Context: an optimization exercise on an open-source flow, tuned for a short achievable clock period and few clock cycles. The choices shown serve that exercise and are no tape-out recipe.
Only simulation tests tie the RTL to the original design; equivalence was not proved.

==> inputs of run a <==
==> flow/design.v <==
module rv_multicycle_core #(
  parameter logic [31:0] RESET_PC = 32'h0000_0000,
  parameter int unsigned ADDR_W   = 32
) (
  input  logic              clk,
  input  logic              rst,
  input  logic              run,
  input  logic              step,
  output logic [ADDR_W-1:0] mem_addr,
  output logic              mem_re,
  output logic              mem_we,
  output logic [31:0]       mem_wdata,
  input  logic [31:0]       mem_rdata,
  input  logic              mem_ready,
  input  logic [4:0]        dbg_sel,
  output logic [31:0]       dbg_data,
  output logic [31:0]       pc_dbg,
  output logic [31:0]       instr_dbg,
  output logic              retire,
  output logic              halted
);
  localparam logic [6:0] OpR     = 7'b0110011;
  localparam logic [6:0] OpI     = 7'b0010011;
  localparam logic [6:0] OpLoad  = 7'b0000011;
  localparam logic [6:0] OpStore = 7'b0100011;
  localparam logic [6:0] OpBr    = 7'b1100011;
  logic [31:0] pc_q, ir_q, addr_q, wdata_q;
  logic        ls_q, ls_load_q, halt_q, step_pending_q;
  logic [31:0] regs_q [32];
  logic [31:0] ins;
  logic [6:0]  opcode, funct7;
  logic [2:0]  funct3;
  logic [4:0]  rs1, rs2, rd;
  assign ins    = mem_rdata;
  assign opcode = ins[6:0];
  assign rd     = ins[11:7];
  assign funct3 = ins[14:12];
  assign rs1    = ins[19:15];
  assign rs2    = ins[24:20];
  assign funct7 = ins[31:25];
  logic is_r, is_i, is_lw, is_sw, is_beq, f3_alu;
  assign f3_alu = (funct3 == 3'b000) || (funct3 == 3'b111) || (funct3 == 3'b110) ||
                  (funct3 == 3'b010);
  assign is_r   = (opcode == OpR) && ((funct7 == 7'b0000000 && f3_alu) ||
                                      (funct7 == 7'b0100000 && funct3 == 3'b000));
  assign is_i   = (opcode == OpI) && f3_alu;
  assign is_lw  = (opcode == OpLoad) && (funct3 == 3'b010);
  assign is_sw  = (opcode == OpStore) && (funct3 == 3'b010);
  assign is_beq = (opcode == OpBr) && (funct3 == 3'b000);
  logic legal, is_ls;
  assign legal = is_r | is_i | is_lw | is_sw | is_beq;
  assign is_ls = is_lw | is_sw;
  logic [31:0] imm_i, imm_s, imm_b;
  assign imm_i = {{20{ins[31]}}, ins[31:20]};
  assign imm_s = {{20{ins[31]}}, ins[31:25], ins[11:7]};
  assign imm_b = {{19{ins[31]}}, ins[31], ins[7], ins[30:25], ins[11:8], 1'b0};
  logic [31:0] a, b;
  assign a = (rs1 == 5'd0) ? 32'b0 : regs_q[rs1];
  assign b = (rs2 == 5'd0) ? 32'b0 : regs_q[rs2];
  logic [31:0] op_b, sum, diff, alu_res;
  logic        lt;
  assign op_b = (opcode[5]) ? b : imm_i;
  assign sum  = a + op_b;
  assign diff = a - op_b;
  assign lt   = $signed(a) < $signed(op_b);
  always_comb begin
    case (funct3)
      3'b111:  alu_res = a & op_b;
      3'b110:  alu_res = a | op_b;
      3'b010:  alu_res = {31'b0, lt};
      default: alu_res = (opcode[5] && funct7[5]) ? diff : sum;
    endcase
  end
  logic [31:0] ls_addr;
  assign ls_addr = a + (is_sw ? imm_s : imm_i);
  logic        taken;
  logic [31:0] pc_next;
  assign taken   = is_beq && (a == b);
  assign pc_next = taken ? (pc_q + imm_b) : (pc_q + 32'd4);
  logic go, fetch, fetch_ok, ls_done;
  assign go       = run | step_pending_q;
  assign fetch    = ~halt_q & ~ls_q & go;
  assign fetch_ok = fetch & mem_ready;
  assign ls_done  = ls_q & mem_ready;
  logic        we;
  logic [4:0]  wa;
  logic [31:0] wd;
  assign we = ls_done ? ls_load_q : (fetch_ok & (is_r | is_i));
  assign wa = ls_done ? ir_q[11:7] : rd;
  assign wd = ls_done ? mem_rdata : alu_res;
  always_ff @(posedge clk) begin
    if (rst) begin
      pc_q           <= RESET_PC;
      ir_q           <= '0;
      addr_q         <= '0;
      wdata_q        <= '0;
      ls_q           <= 1'b0;
      ls_load_q      <= 1'b0;
      halt_q         <= 1'b0;
      step_pending_q <= 1'b0;
    end else begin
      if (fetch_ok) step_pending_q <= 1'b0;
      else if (step) step_pending_q <= 1'b1;
      if (fetch_ok) begin
        if (!legal) begin
          halt_q <= 1'b1;
        end else begin
          pc_q <= pc_next;
          if (is_ls) begin
            ls_q      <= 1'b1;
            ls_load_q <= is_lw;
            ir_q      <= ins;
            addr_q    <= ls_addr;
            wdata_q   <= b;
          end
        end
      end
      if (ls_done) ls_q <= 1'b0;
    end
  end
  always_ff @(posedge clk) begin
    if (rst) begin
      for (int i = 0; i < 32; i++) regs_q[i] <= '0;
    end else if (we && wa != 5'd0) begin
      regs_q[wa] <= wd;
    end
  end
  assign mem_addr  = ls_q ? addr_q[ADDR_W-1:0] : pc_q[ADDR_W-1:0];
  assign mem_re    = ~halt_q & (ls_q ? ls_load_q : go);
  assign mem_we    = ~halt_q & ls_q & ~ls_load_q;
  assign mem_wdata = wdata_q;
  assign retire    = ls_done | (fetch_ok & legal & ~is_ls);
  assign instr_dbg = ls_q ? ir_q : ins;
  assign dbg_data  = (dbg_sel == 5'd0) ? 32'b0 : regs_q[dbg_sel];
  assign pc_dbg    = pc_q;
  assign halted    = halt_q;
endmodule
==> flow/run.sh <==
#!/bin/bash
# synth_recipe.tcl (not shown) runs the flow's synth.tcl, then flattens the netlist and writes it again
# the make line also repeats each setting of config.mk as NAME=value (left out here)
make -C /OpenROAD-flow-scripts/flow DESIGN_CONFIG=/design/flow/config.mk WORK_HOME=/design/flow/orfs CLKGATE_MAP_FILE= SYNTH_SCRIPT=/design/flow/synth_recipe.tcl finish
==> flow/config.mk <==
export PLATFORM = sky130hd
export DESIGN_NAME = rv_multicycle_core
export DESIGN_NICKNAME = rv_multicycle_core
export VERILOG_FILES = /design/flow/design.v
export SDC_FILE = /design/flow/constraint.sdc
export NUM_CORES = 4
export LEC_CHECK = 0
export CAP_MARGIN = 20
export CORE_MARGIN = 2
export CORE_UTILIZATION = 40
export SLEW_MARGIN = 20
==> flow/constraint.sdc <==
create_clock -name core_clock -period 10.0 [get_ports {clk}]
set_input_delay 2.0000 -clock core_clock [delete_from_list [all_inputs] [get_ports {clk}]]
set_output_delay 2.0000 -clock core_clock [all_outputs]
set_load 0.01 [all_outputs]
==> inputs of run b, as changes to run a <==
==> flow/design.v, changed modules only <==
module rv_multicycle_core #(
  parameter logic [31:0] RESET_PC = 32'h0000_0000,
  parameter int unsigned ADDR_W   = 32
) (
  input  logic              clk,
  input  logic              rst,
  input  logic              run,
  input  logic              step,
  output logic [ADDR_W-1:0] mem_addr,
  output logic              mem_re,
  output logic              mem_we,
  output logic [31:0]       mem_wdata,
  input  logic [31:0]       mem_rdata,
  input  logic              mem_ready,
  input  logic [4:0]        dbg_sel,
  output logic [31:0]       dbg_data,
  output logic [31:0]       pc_dbg,
  output logic [31:0]       instr_dbg,
  output logic              retire,
  output logic              halted
);
  localparam logic [6:0] OpR     = 7'b0110011;
  localparam logic [6:0] OpI     = 7'b0010011;
  localparam logic [6:0] OpLoad  = 7'b0000011;
  localparam logic [6:0] OpStore = 7'b0100011;
  localparam logic [6:0] OpBr    = 7'b1100011;
  localparam int AluAdd = 0;
  localparam int AluSub = 1;
  localparam int AluAnd = 2;
  localparam int AluOr  = 3;
  localparam int AluSlt = 4;
  logic [31:0] regs_q [32];
  logic [31:0] pc_q;
  logic        halt_q, step_pending_q;
  logic        x_valid_q;    
  logic        x_ls_q;       
  logic        x_load_q;     
  logic        x_we_q;       
  logic [4:0]  x_rd_q;
  logic [4:0]  x_op_q;       
  logic [31:0] x_a_q, x_b_q, x_sd_q, x_ir_q, x_npc_q;
  logic [31:0] dpc_q;        
  logic [31:0] x_res;
  logic        x_lt;
  assign x_lt = $signed(x_a_q) < $signed(x_b_q);
  always_comb begin
    x_res = 32'b0;
    if (x_op_q[AluAdd]) x_res = x_res | (x_a_q + x_b_q);
    if (x_op_q[AluSub]) x_res = x_res | (x_a_q - x_b_q);
    if (x_op_q[AluAnd]) x_res = x_res | (x_a_q & x_b_q);
    if (x_op_q[AluOr])  x_res = x_res | (x_a_q | x_b_q);
    if (x_op_q[AluSlt]) x_res = x_res | {31'b0, x_lt};
  end
  logic x_port, x_done;
  assign x_port = x_valid_q & x_ls_q;               
  assign x_done = x_valid_q & (~x_ls_q | mem_ready);
  logic [31:0] ins;
  logic [6:0]  opcode, funct7;
  logic [2:0]  funct3;
  logic [4:0]  rs1, rs2, rd;
  assign ins    = mem_rdata;
  assign opcode = ins[6:0];
  assign rd     = ins[11:7];
  assign funct3 = ins[14:12];
  assign rs1    = ins[19:15];
  assign rs2    = ins[24:20];
  assign funct7 = ins[31:25];
  logic is_r, is_i, is_lw, is_sw, is_beq, f3_alu, legal;
  assign f3_alu = (funct3 == 3'b000) || (funct3 == 3'b111) || (funct3 == 3'b110) ||
                  (funct3 == 3'b010);
  assign is_r   = (opcode == OpR) && ((funct7 == 7'b0000000 && f3_alu) ||
                                      (funct7 == 7'b0100000 && funct3 == 3'b000));
  assign is_i   = (opcode == OpI) && f3_alu;
  assign is_lw  = (opcode == OpLoad) && (funct3 == 3'b010);
  assign is_sw  = (opcode == OpStore) && (funct3 == 3'b010);
  assign is_beq = (opcode == OpBr) && (funct3 == 3'b000);
  assign legal  = is_r | is_i | is_lw | is_sw | is_beq;
  logic [31:0] imm_i, imm_s, imm_b;
  assign imm_i = {{20{ins[31]}}, ins[31:20]};
  assign imm_s = {{20{ins[31]}}, ins[31:25], ins[11:7]};
  assign imm_b = {{19{ins[31]}}, ins[31], ins[7], ins[30:25], ins[11:8], 1'b0};
  logic [31:0] ra, rb, a, b;
  logic        fwd_a, fwd_b;
  assign ra    = (rs1 == 5'd0) ? 32'b0 : regs_q[rs1];
  assign rb    = (rs2 == 5'd0) ? 32'b0 : regs_q[rs2];
  assign fwd_a = x_valid_q & x_we_q & (x_rd_q == rs1);
  assign fwd_b = x_valid_q & x_we_q & (x_rd_q == rs2);
  assign a     = fwd_a ? x_res : ra;
  assign b     = fwd_b ? x_res : rb;
  logic        taken;
  logic [31:0] pc_seq, pc_br, pc_next;
  assign taken   = is_beq && (a == b);
  assign pc_seq  = pc_q + 32'd4;
  assign pc_br   = pc_q + imm_b;
  assign pc_next = taken ? pc_br : pc_seq;
  logic [4:0] op_d;
  always_comb begin
    op_d = '0;
    if (is_lw || is_sw) op_d[AluAdd] = 1'b1;
    else begin
      case (funct3)
        3'b111:  op_d[AluAnd] = 1'b1;
        3'b110:  op_d[AluOr]  = 1'b1;
        3'b010:  op_d[AluSlt] = 1'b1;
        default: if (opcode[5] && funct7[5]) op_d[AluSub] = 1'b1;
                 else op_d[AluAdd] = 1'b1;
      endcase
    end
  end
  logic go, fetch, fetch_ok;
  assign go       = run | step_pending_q;
  assign fetch    = go & ~halt_q & ~x_port;
  assign fetch_ok = fetch & mem_ready;
  always_ff @(posedge clk) begin
    if (rst) begin
      pc_q           <= RESET_PC;
      halt_q         <= 1'b0;
      step_pending_q <= 1'b0;
      x_valid_q      <= 1'b0;
      x_ls_q         <= 1'b0;
      x_load_q       <= 1'b0;
      x_we_q         <= 1'b0;
      x_rd_q         <= '0;
      x_op_q         <= '0;
      x_a_q          <= '0;
      x_b_q          <= '0;
      x_sd_q         <= '0;
      x_ir_q         <= '0;
      x_npc_q        <= '0;
      dpc_q          <= RESET_PC;
    end else begin
      if (fetch_ok) step_pending_q <= 1'b0;
      else if (step) step_pending_q <= 1'b1;
      if (x_done) begin
        x_valid_q <= 1'b0;
        dpc_q     <= x_npc_q;
      end
      if (fetch_ok) begin
        if (!legal) begin
          halt_q <= 1'b1;
        end else begin
          pc_q      <= pc_next;
          x_valid_q <= 1'b1;
          x_ls_q    <= is_lw | is_sw;
          x_load_q  <= is_lw;
          x_we_q    <= (is_r | is_i | is_lw) & (rd != 5'd0);
          x_rd_q    <= rd;
          x_op_q    <= op_d;
          x_a_q     <= a;
          x_b_q     <= is_r ? b : (is_sw ? imm_s : imm_i);
          x_sd_q    <= b;
          x_ir_q    <= ins;
          x_npc_q   <= pc_next;
        end
      end
    end
  end
  logic [31:0] wd;
  assign wd = x_load_q ? mem_rdata : x_res;
  always_ff @(posedge clk) begin
    if (rst) begin
      for (int i = 0; i < 32; i++) regs_q[i] <= '0;
    end else if (x_done && x_we_q) begin
      regs_q[x_rd_q] <= wd;
    end
  end
  assign mem_addr  = x_port ? x_res[ADDR_W-1:0] : pc_q[ADDR_W-1:0];
  assign mem_re    = x_port ? x_load_q : (go & ~halt_q);
  assign mem_we    = x_port & ~x_load_q;
  assign mem_wdata = x_sd_q;
  assign retire    = x_done;
  assign instr_dbg = x_ir_q;
  assign pc_dbg    = dpc_q;
  assign dbg_data  = (dbg_sel == 5'd0) ? 32'b0 : regs_q[dbg_sel];
  assign halted    = halt_q;
endmodule
ABC_CLOCK_PERIOD_IN_PS = 3000   (was not set)
SETUP_SLACK_MARGIN = 3   (was not set)
==> results.yml <==
outcome:
  status: "finished clean"
synthesis:
  synthMuxAreaShare_pct: 26.8
worst_setup_path:
  worst_setup_path_end_kind: "flop"
grt:
  use_met3_pct: 13.8
[end of results for run a]
==> results.yml <==
synthesis:
  synth_xor_area_share_pct: 0.614
timing:
  finalCritPeriodShare_pct: 71.0
worst_setup_path:
  worst_setup_path_end_kind: "primary output"
grt:
  use_met3_pct: 11.0
outcome:
  status: "finished clean"
[end of results for run b]
Testbench counts of run a, summed over its fixed seeds: cycles 10,092.
Testbench counts of run b, summed over its fixed seeds: cycles 10,092.

-- what the ideal ports hide --
How much do the figures lean on ideal ports? The routed layouts below were timed once more, with nothing changed but the port constraints. Step 1 (the two cells are an assumption about what drives the block):
set clk [get_ports {clk}]
set_driving_cell -lib_cell sky130_fd_sc_hd__clkbuf_16 $clk
set_driving_cell -lib_cell sky130_fd_sc_hd__buf_2 [delete_from_list [all_inputs] $clk]
Step 2 moves the port delays by t, midway between the first and last clock arrival at a register: inputs arrive t later, outputs are due t later. That takes back most of the time a late clock gives input paths. Slacks: ideal / step 1 / step 2; pairs: ideal / step 1.
run | t, ns | slack for setup (ns) | worst register clock-pin slew, ns | cell pins on the clock port's net
run a | 0.873 | 1.385 / 1.396 / 0.523 | 0.07 / 0.07 | 1
run b | 0.892 | 2.897 / 2.626 / 2.204 | 0.07 / 0.07 | 1
After both steps every run listed still meets setup and hold. The setup slack of run a, which loses most, moves by +0.011 ns with the drivers and by -0.862 ns with both steps.
